Source: an optimization exercise on an open RTL-to-GDS flow (aim: small area, a short achievable clock period and few clock cycles). Production flows keep margins and buffers that such runs may drop.
The RTL was checked by simulation tests, not by an equivalence proof against the original design.

==> run a: inputs <==
==> flow/design.v <==
package aesTypesPkg;
	typedef logic [128-1:0] aesBlock;
	typedef logic [4*8-1:0] aesWord;
	typedef logic [8-1:0] aesByte;
	function automatic aesByte xtime(input aesByte b);
		xtime = {b[6:0], 1'b0} ^ (b[7] ? 8'h1B : 8'h00);
	endfunction
	function automatic aesBlock shiftRows(input aesBlock b);
		aesBlock s;
		s = '0;
		for (int c = 0; c < 4; c++) begin
			for (int r = 0; r < 4; r++)
				s[127 - 8*(r + 4*c) -: 8] = b[127 - 8*(r + 4*((c + r) % 4)) -: 8];  
		end
		shiftRows = s;
	endfunction
	function automatic aesBlock mixDelta(input aesBlock b);
		aesBlock m;
		aesByte a0, a1, a2, a3, t;
		m = '0;
		for (int c = 0; c < 4; c++) begin
			a0 = b[127 - 32*c -: 8];
			a1 = b[119 - 32*c -: 8];
			a2 = b[111 - 32*c -: 8];
			a3 = b[103 - 32*c -: 8];
			t = a0 ^ a1 ^ a2 ^ a3;
			m[127 - 32*c -: 32] = {
				t ^ xtime(a0 ^ a1),
				t ^ xtime(a1 ^ a2),
				t ^ xtime(a2 ^ a3),
				t ^ xtime(a3 ^ a0)};
		end
		mixDelta = m;
	endfunction
	function automatic aesByte rcon(input logic [3:0] r);
		case (r)
			4'd1: rcon = 8'h01;
			4'd2: rcon = 8'h02;
			4'd3: rcon = 8'h04;
			4'd4: rcon = 8'h08;
			4'd5: rcon = 8'h10;
			4'd6: rcon = 8'h20;
			4'd7: rcon = 8'h40;
			4'd8: rcon = 8'h80;
			4'd9: rcon = 8'h1b;
			4'd10: rcon = 8'h36;
			default: rcon = 8'h00;
		endcase
	endfunction
endpackage
package aesCtrlPkg;
	typedef logic [3:0] roundCount;
endpackage
module aesSbox (
	input aesTypesPkg::aesByte inByte,
	output aesTypesPkg::aesByte outByte
);
	logic U0, U1, U2, U3, U4, U5, U6, U7;
	logic T1, T2, T3, T4, T5, T6, T7, T8, T9, T10, T11, T12, T13, T14;
	logic T15, T16, T17, T18, T19, T20, T21, T22, T23, T24, T25, T26, T27;
	logic M1, M2, M3, M4, M5, M6, M7, M8, M9, M10, M11, M12, M13, M14, M15, M16;
	logic M17, M18, M19, M20, M21, M22, M23, M24, M25, M26, M27, M28, M29, M30, M31, M32;
	logic M33, M34, M35, M36, M37, M38, M39, M40, M41, M42, M43, M44, M45, M46, M47, M48;
	logic M49, M50, M51, M52, M53, M54, M55, M56, M57, M58, M59, M60, M61, M62, M63;
	logic L0, L1, L2, L3, L4, L5, L6, L7, L8, L9, L10, L11, L12, L13, L14;
	logic L15, L16, L17, L18, L19, L20, L21, L22, L23, L24, L25, L26, L27, L28, L29;
	assign {U0, U1, U2, U3, U4, U5, U6, U7} = inByte;
	assign T1 = U0 ^ U3;
	assign T2 = U0 ^ U5;
	assign T3 = U0 ^ U6;
	assign T4 = U3 ^ U5;
	assign T5 = U4 ^ U6;
	assign T6 = T1 ^ T5;
	assign T7 = U1 ^ U2;
	assign T8 = U7 ^ T6;
	assign T9 = U7 ^ T7;
	assign T10 = T6 ^ T7;
	assign T11 = U1 ^ U5;
	assign T12 = U2 ^ U5;
	assign T13 = T3 ^ T4;
	assign T14 = T6 ^ T11;
	assign T15 = T5 ^ T11;
	assign T16 = T5 ^ T12;
	assign T17 = T9 ^ T16;
	assign T18 = U3 ^ U7;
	assign T19 = T7 ^ T18;
	assign T20 = T1 ^ T19;
	assign T21 = U6 ^ U7;
	assign T22 = T7 ^ T21;
	assign T23 = T2 ^ T22;
	assign T24 = T2 ^ T10;
	assign T25 = T20 ^ T17;
	assign T26 = T3 ^ T16;
	assign T27 = T1 ^ T12;
	assign M1 = T13 & T6;
	assign M2 = T23 & T8;
	assign M3 = T14 ^ M1;
	assign M4 = T19 & U7;
	assign M5 = M4 ^ M1;
	assign M6 = T3 & T16;
	assign M7 = T22 & T9;
	assign M8 = T26 ^ M6;
	assign M9 = T20 & T17;
	assign M10 = M9 ^ M6;
	assign M11 = T1 & T15;
	assign M12 = T4 & T27;
	assign M13 = M12 ^ M11;
	assign M14 = T2 & T10;
	assign M15 = M14 ^ M11;
	assign M16 = M3 ^ M2;
	assign M17 = M5 ^ T24;
	assign M18 = M8 ^ M7;
	assign M19 = M10 ^ M15;
	assign M20 = M16 ^ M13;
	assign M21 = M17 ^ M15;
	assign M22 = M18 ^ M13;
	assign M23 = M19 ^ T25;
	assign M24 = M22 ^ M23;
	assign M25 = M22 & M20;
	assign M26 = M21 ^ M25;
	assign M27 = M20 ^ M21;
	assign M28 = M23 ^ M25;
	assign M29 = M28 & M27;
	assign M30 = M26 & M24;
	assign M31 = M20 & M23;
	assign M32 = M27 & M31;
	assign M33 = M27 ^ M25;
	assign M34 = M21 & M22;
	assign M35 = M24 & M34;
	assign M36 = M24 ^ M25;
	assign M37 = M21 ^ M29;
	assign M38 = M32 ^ M33;
	assign M39 = M23 ^ M30;
	assign M40 = M35 ^ M36;
	assign M41 = M38 ^ M40;
	assign M42 = M37 ^ M39;
	assign M43 = M37 ^ M38;
	assign M44 = M39 ^ M40;
	assign M45 = M42 ^ M41;
	assign M46 = M44 & T6;
	assign M47 = M40 & T8;
	assign M48 = M39 & U7;
	assign M49 = M43 & T16;
	assign M50 = M38 & T9;
	assign M51 = M37 & T17;
	assign M52 = M42 & T15;
	assign M53 = M45 & T27;
	assign M54 = M41 & T10;
	assign M55 = M44 & T13;
	assign M56 = M40 & T23;
	assign M57 = M39 & T19;
	assign M58 = M43 & T3;
	assign M59 = M38 & T22;
	assign M60 = M37 & T20;
	assign M61 = M42 & T1;
	assign M62 = M45 & T4;
	assign M63 = M41 & T2;
	assign L0 = M61 ^ M62;
	assign L1 = M50 ^ M56;
	assign L2 = M46 ^ M48;
	assign L3 = M47 ^ M55;
	assign L4 = M54 ^ M58;
	assign L5 = M49 ^ M61;
	assign L6 = M62 ^ L5;
	assign L7 = M46 ^ L3;
	assign L8 = M51 ^ M59;
	assign L9 = M52 ^ M53;
	assign L10 = M53 ^ L4;
	assign L11 = M60 ^ L2;
	assign L12 = M48 ^ M51;
	assign L13 = M50 ^ L0;
	assign L14 = M52 ^ M61;
	assign L15 = M55 ^ L1;
	assign L16 = M56 ^ L0;
	assign L17 = M57 ^ L1;
	assign L18 = M58 ^ L8;
	assign L19 = M63 ^ L4;
	assign L20 = L0 ^ L1;
	assign L21 = L1 ^ L7;
	assign L22 = L3 ^ L12;
	assign L23 = L18 ^ L2;
	assign L24 = L15 ^ L9;
	assign L25 = L6 ^ L10;
	assign L26 = L7 ^ L9;
	assign L27 = L8 ^ L10;
	assign L28 = L11 ^ L14;
	assign L29 = L11 ^ L17;
	assign outByte = {
		L6 ^ L24,
		~(L16 ^ L26),
		~(L19 ^ L28),
		L6 ^ L21,
		L20 ^ L22,
		L25 ^ L29,
		~(L13 ^ L27),
		~(L6 ^ L23)};
endmodule
module aesKeySchedule (
	input logic clock,
	input logic idle,
	input aesTypesPkg::aesByte rcon,
	input aesTypesPkg::aesBlock key,
	output aesTypesPkg::aesBlock roundKey
);
	aesTypesPkg::aesBlock keyReg;
	aesTypesPkg::aesBlock nextKey;
	aesTypesPkg::aesWord w0, w1, w2, w3;
	aesTypesPkg::aesWord rotWord;
	aesTypesPkg::aesWord subWord;
	aesTypesPkg::aesWord g;
	assign {w0, w1, w2, w3} = keyReg;
	assign rotWord = {w3[23:0], w3[31:24]};
	for (genvar i = 0; i < 4; i++) begin : genSubWord
		aesSbox uSbox (
			.inByte(rotWord[8*i +: 8]),
			.outByte(subWord[8*i +: 8])
		);
	end
	assign g = subWord ^ {rcon, 24'h000000};
	assign nextKey[127:96] = w0 ^ g;
	assign nextKey[95:64] = w1 ^ w0 ^ g;
	assign nextKey[63:32] = w2 ^ w1 ^ w0 ^ g;
	assign nextKey[31:0] = w3 ^ w2 ^ w1 ^ w0 ^ g;
	assign roundKey = idle ? key : nextKey;
	always_ff @(posedge clock)
		keyReg <= roundKey;
endmodule
module aesRoundDatapath (
	input logic clock,
	input logic idle,
	input logic enable,
	input logic lastRound,
	input aesTypesPkg::aesBlock plainText,
	input aesTypesPkg::aesBlock roundKey,
	output aesTypesPkg::aesBlock cipherText
);
	aesTypesPkg::aesBlock stateReg;
	aesTypesPkg::aesBlock subBytes;
	aesTypesPkg::aesBlock shifted;
	aesTypesPkg::aesBlock base;
	aesTypesPkg::aesBlock delta;
	logic noMix;
	for (genvar i = 0; i < 16; i++) begin : genSubBytes
		aesSbox uSbox (
			.inByte(stateReg[8*i +: 8]),
			.outByte(subBytes[8*i +: 8])
		);
	end
	assign shifted = aesTypesPkg::shiftRows(subBytes);
	assign noMix = idle || lastRound;
	assign base = (idle ? plainText : shifted) ^ roundKey;
	assign delta = aesTypesPkg::mixDelta(shifted) & {128{~noMix}};
	always_ff @(posedge clock) begin
		if (enable)
			stateReg <= base ^ delta;
	end
	assign cipherText = stateReg;
endmodule
module aesSequencer (
	input logic clock,
	input logic reset,
	input logic start,
	output logic idle,
	output logic enable,
	output logic lastRound,
	output aesTypesPkg::aesByte rcon,
	output logic done
);
	aesCtrlPkg::roundCount round;  
	logic idleReg;
	logic doneReg;
	assign idle = idleReg;
	assign enable = start || !idleReg;
	assign lastRound = (round == 4'd10);
	assign rcon = aesTypesPkg::rcon(round);
	always_ff @(posedge clock or posedge reset) begin
		if (reset) begin
			round <= 4'd0;
			idleReg <= 1'b1;
			doneReg <= 1'b0;
		end else if (idleReg) begin
			if (start) begin
				round <= 4'd1;
				idleReg <= 1'b0;
				doneReg <= 1'b0;
			end
		end else begin
			round <= lastRound ? 4'd0 : round + 4'd1;
			idleReg <= lastRound;
			doneReg <= lastRound;
		end
	end
	assign done = doneReg;
endmodule
module aesTop (
	input logic clock,
	input logic reset,
	input logic start,
	input aesTypesPkg::aesBlock plainText,
	input aesTypesPkg::aesBlock key,
	output aesTypesPkg::aesBlock cipherText,
	output logic done
);
	aesTypesPkg::aesBlock roundKey;
	aesTypesPkg::aesByte rcon;
	logic idle, enable, lastRound;
	aesSequencer uSequencer (
		.clock(clock),
		.reset(reset),
		.start(start),
		.idle(idle),
		.enable(enable),
		.lastRound(lastRound),
		.rcon(rcon),
		.done(done)
	);
	aesKeySchedule uKeys (
		.clock(clock),
		.idle(idle),
		.rcon(rcon),
		.key(key),
		.roundKey(roundKey)
	);
	aesRoundDatapath uDatapath (
		.clock(clock),
		.idle(idle),
		.enable(enable),
		.lastRound(lastRound),
		.plainText(plainText),
		.roundKey(roundKey),
		.cipherText(cipherText)
	);
endmodule
==> flow/flow/run.sh <==
#!/bin/bash
# Own layout flow: the standard layout (standard.sh) with these changes.
#  1. Synthesis maps the logic with flow/abc_map.script (see flow/synth.tcl).
#  2. ORFS's repair_timing steps aim for a setup margin of SETUP_MARGIN ns, so
#     that the layout reaches a shorter period than the 25 ns it is built for.
#  3. Ports are buffered with PORT_BUF instead of ORFS's default delay cell.
# make's output goes to layout.log; each ORFS step keeps its own log under
# orfs/logs/.
set -euo pipefail
W=$(pwd)
SETUP_MARGIN=${SETUP_MARGIN:-18.4}
PORT_BUF=${PORT_BUF:-sky130_fd_sc_hd__buf_1}
bash standard.sh SYNTH_SCRIPT="$W/flow/synth.tcl" SETUP_SLACK_MARGIN=$SETUP_MARGIN \
  BUFFER_PORTS_ARGS="-buffer_cell $PORT_BUF" finish > "$W/layout.log" 2>&1
==> flow/flow/abc_map.script <==
strash
&get -n
&st
&dch
&nf -R 50
&put
==> flow/flow/synth.tcl <==
set my_abc_script [file join [file dirname [info script]] abc_map.script]
proc synth {args} { yosys synth -nofsm -noshare {*}$args }
proc abc {args} {
  global my_abc_script
  set i [lsearch -exact $args -script]
  if {$i >= 0} { set args [lreplace $args [expr {$i + 1}] [expr {$i + 1}] $my_abc_script] }
  yosys abc {*}$args
}
source $::env(SCRIPTS_DIR)/synth.tcl
# left out here: clear keep_hierarchy, flatten, clean up, hide names made inside functions, write 1_2_yosys.v
==> flow/standard.sh <==
#!/bin/bash
# synth_recipe.tcl (not shown) runs the flow's synth.tcl, then flattens the netlist and writes it again
# the make line also repeats each setting of config.mk as NAME=value (left out here)
make -C /OpenROAD-flow-scripts/flow DESIGN_CONFIG=/design/flow/config.mk WORK_HOME=/design/flow/orfs CLKGATE_MAP_FILE= SYNTH_SCRIPT=/design/flow/synth_recipe.tcl "${@:-finish}"
==> flow/config.mk <==
export PLATFORM = sky130hd
export DESIGN_NAME = aesTop
export DESIGN_NICKNAME = aesTop
export VERILOG_FILES = /design/flow/design.v
export SDC_FILE = /design/flow/constraint.sdc
export NUM_CORES = 4
export LEC_CHECK = 0
export CAP_MARGIN = 20
export CORE_MARGIN = 2
export CORE_UTILIZATION = 40
export SLEW_MARGIN = 20
==> flow/constraint.sdc <==
create_clock -name core_clock -period 25.0 [get_ports {clock}]
set_input_delay 5.0000 -clock core_clock [delete_from_list [all_inputs] [get_ports {clock}]]
set_output_delay 5.0000 -clock core_clock [all_outputs]
set_load 0.01 [all_outputs]
==> run b: changes against run a <==
==> flow/design.v, changed modules only <==
module aesRoundDatapath (
	input logic clock,
	input logic idle,
	input logic enable,
	input logic lastRound,
	input aesTypesPkg::aesBlock plainText,
	input aesTypesPkg::aesBlock roundKey,
	output aesTypesPkg::aesBlock cipherText
);
	aesTypesPkg::aesBlock stateReg;
	aesTypesPkg::aesBlock subBytes;
	aesTypesPkg::aesBlock shifted;
	aesTypesPkg::aesBlock mixed;
	for (genvar i = 0; i < 16; i++) begin : genSubBytes
		aesSbox uSbox (
			.inByte(stateReg[8*i +: 8]),
			.outByte(subBytes[8*i +: 8])
		);
	end
	assign shifted = aesTypesPkg::shiftRows(subBytes);
	assign mixed = shifted ^ (aesTypesPkg::mixDelta(shifted) & {128{~lastRound}});
	always_ff @(posedge clock) begin
		if (enable)
			stateReg <= (idle ? plainText : mixed) ^ roundKey;
	end
	assign cipherText = stateReg;
endmodule
==> flow/flow/run.sh (replaced) <==
#!/bin/bash
# Own layout flow: the standard layout (standard.sh) with two changes.
#  1. Synthesis maps the logic with flow/abc_map.script (see flow/synth.tcl).
#  2. ORFS's repair_timing steps aim for a setup margin of SETUP_MARGIN ns, so
#     that the layout reaches a shorter period than the 25 ns it is built for.
# make's output goes to layout.log; each ORFS step keeps its own log under
# orfs/logs/.
set -euo pipefail
W=$(pwd)
SETUP_MARGIN=${SETUP_MARGIN:-18}
bash standard.sh SYNTH_SCRIPT="$W/flow/synth.tcl" SETUP_SLACK_MARGIN=$SETUP_MARGIN finish > "$W/layout.log" 2>&1
==> flow/flow/abc_map.script (replaced) <==
strash
&get -n
&st
&dch
&nf
&put
topo
stime -c
buffer -c
upsize -c
dnsize -c
--- a/flow/config.mk
+++ b/flow/config.mk
@@ -7,5 +7,5 @@
 export LEC_CHECK = 0
 export CAP_MARGIN = 20
 export CORE_MARGIN = 2
-export CORE_UTILIZATION = 40
+export CORE_UTILIZATION = 30
 export SLEW_MARGIN = 20
==> run c: changes against run a <==
==> flow/design.v, changed modules only <==
module aesKeySchedule (
	input logic clock,
	input logic idle,
	input aesTypesPkg::aesByte rcon,
	input aesTypesPkg::aesBlock key,
	output aesTypesPkg::aesBlock roundKey
);
	aesTypesPkg::aesBlock keyReg;
	aesTypesPkg::aesBlock nextKey;
	aesTypesPkg::aesWord w0, w1, w2, w3;
	aesTypesPkg::aesWord rotWord;
	aesTypesPkg::aesWord subWord;
	aesTypesPkg::aesWord g;
	assign {w0, w1, w2, w3} = keyReg;
	assign rotWord = {w3[23:0], w3[31:24]};
	for (genvar i = 0; i < 4; i++) begin : genSubWord
		aesSbox uSbox (
			.inByte(rotWord[8*i +: 8]),
			.outByte(subWord[8*i +: 8])
		);
	end
	assign g = subWord ^ {rcon, 24'h000000};
	assign nextKey[127:96] = w0 ^ g;
	assign nextKey[95:64] = w1 ^ nextKey[127:96];
	assign nextKey[63:32] = w2 ^ nextKey[95:64];
	assign nextKey[31:0] = w3 ^ nextKey[63:32];
	assign roundKey = idle ? key : nextKey;
	always_ff @(posedge clock)
		keyReg <= roundKey;
endmodule
--- a/flow/flow/run.sh
+++ b/flow/flow/run.sh
@@ -4,6 +4,8 @@
 #  2. ORFS's repair_timing steps aim for a setup margin of SETUP_MARGIN ns, so
 #     that the layout reaches a shorter period than the 25 ns it is built for.
 #  3. Ports are buffered with PORT_BUF instead of ORFS's default delay cell.
+#  4. Yosys does not extract half/full adders (ADDER_MAP_FILE empty), which
+#     here only break up the XOR logic that ABC maps better on its own.
 # make's output goes to layout.log; each ORFS step keeps its own log under
 # orfs/logs/.
 set -euo pipefail
@@ -11,4 +13,4 @@
 SETUP_MARGIN=${SETUP_MARGIN:-18.4}
 PORT_BUF=${PORT_BUF:-sky130_fd_sc_hd__buf_1}
 bash standard.sh SYNTH_SCRIPT="$W/flow/synth.tcl" SETUP_SLACK_MARGIN=$SETUP_MARGIN \
-  BUFFER_PORTS_ARGS="-buffer_cell $PORT_BUF" finish > "$W/layout.log" 2>&1
+  BUFFER_PORTS_ARGS="-buffer_cell $PORT_BUF" ADDER_MAP_FILE= finish > "$W/layout.log" 2>&1
==> flow/flow/abc_map.script (replaced) <==
strash
&get -n
&st
&dch
&nf -R 50
&st
&dch
&nf -R 50
&put
--- a/flow/config.mk
+++ b/flow/config.mk
@@ -8,4 +8,7 @@
 export CAP_MARGIN = 20
 export CORE_MARGIN = 2
 export CORE_UTILIZATION = 40
+export CTS_CLUSTER_DIAMETER = 100
+export CTS_CLUSTER_SIZE = 20
+export PLACE_DENSITY = 0.75
 export SLEW_MARGIN = 20
==> run d: changes against run a <==
==> flow/flow/abc_map.script (replaced) <==
strash
&get -n
&st
&dch
&nf -R 50
&put
topo
stime -c
buffer -c
upsize -c
dnsize -c
==> results.yml <==
status:
  outcome: "complete, no violations"
global_routing:
  grt.total_usage: 0.209
synth:
  synth_area_leaders: "xnor2_1 25%, xor2_1 15%, xnor3_1 12%"
  muxShareOfSynthArea: 0.0189
final_layout:
  seq_share: 0.142
  layout-drive-gt1-share: 0.0802
  multi_input_area_share: 0.696
  fin_util: 0.362
floorplan:
  taps: 1662
  die-area_um2: 132000
sta:
  skew_ns: 0.0299
detailed_routing:
  via_per_inst: 4.93
the above is filed under run b

==> results.yml <==
floorplan:
  taps: 1176
  fp-row-count: 110
  die-area_um2: 93800
status:
  outcome: "complete, no violations"
detailed_routing:
  via_per_inst: 5.13
final_layout:
  multi_input_area_share: 0.732
  fin_util: 0.459
  seq_share: 0.158
global_routing:
  grt.total_usage: 0.274
synth:
  muxShareOfSynthArea: 0.0279
the above is filed under run d

==> results.yml <==
status:
  outcome: "complete, no violations"
final_layout:
  multi_input_area_share: 0.729
  fin_util: 0.458
  layout-drive-gt1-share: 0.0340
  seq_share: 0.174
floorplan:
  taps: 1070
detailed_routing:
  via_per_inst: 5.30
sta:
  skew_ns: 0.0177
synth:
  synth_area_leaders: "xnor2_1 36%, xor2_1 17%, edfxtp_1 12%"
global_routing:
  grt.total_usage: 0.270
the above is filed under run c

==> results.yml <==
status:
  outcome: "complete, no violations"
final_layout:
  multi_input_area_share: 0.728
  layout-drive-gt1-share: 0.0774
  fin_util: 0.478
synth:
  synth_area_leaders: "xnor2_1 42%, xor2_1 16%, edfxtp_1 11%"
  muxShareOfSynthArea: 0.0297
floorplan:
  die-area_um2: 88200
detailed_routing:
  via_per_inst: 5.12
the above is filed under run a

Testbench counts of run a, summed over its fixed seeds: cycles 26,400.
Testbench counts of run b, summed over its fixed seeds: cycles 26,400.
Testbench counts of run c, summed over its fixed seeds: cycles 26,400.
Testbench counts of run d, summed over its fixed seeds: cycles 26,400.

afterwards: timing with drivers on the ports:
How much do the figures lean on ideal ports? The routed layouts below were timed once more, with nothing changed but the port constraints. Step 1 (the two cells are an assumption about what drives the block):
set clk [get_ports {clock}]
set_driving_cell -lib_cell sky130_fd_sc_hd__clkbuf_16 $clk
set_driving_cell -lib_cell sky130_fd_sc_hd__buf_2 [delete_from_list [all_inputs] $clk]
Step 2 times the ports against the registers' clock, not the clock port: input delays grow and output delays shrink by t, the midpoint of the rising clock arrivals with the driver on. a / b / c = ideal ports / drivers / drivers and shift; a / b = the first two.
run | t, ns | setup WS [ns] | worst hold slack (ns)
run a | 0.611 | 18.492 / 18.426 / 18.101 | 0.531 / 0.531 / 0.531
run b | 0.611 | 18.014 / 17.950 / 17.567 | 0.528 / 0.528 / 0.528
run c | 0.603 | 18.535 / 18.473 / 18.038 | 0.495 / 0.495 / 0.495
run d | 0.623 | 18.480 / 18.443 / 17.952 | 0.521 / 0.521 / 0.521
After both steps every run listed still meets setup and hold. The setup slack of run d, which loses most, moves by -0.037 ns with the drivers and by -0.528 ns with both steps.
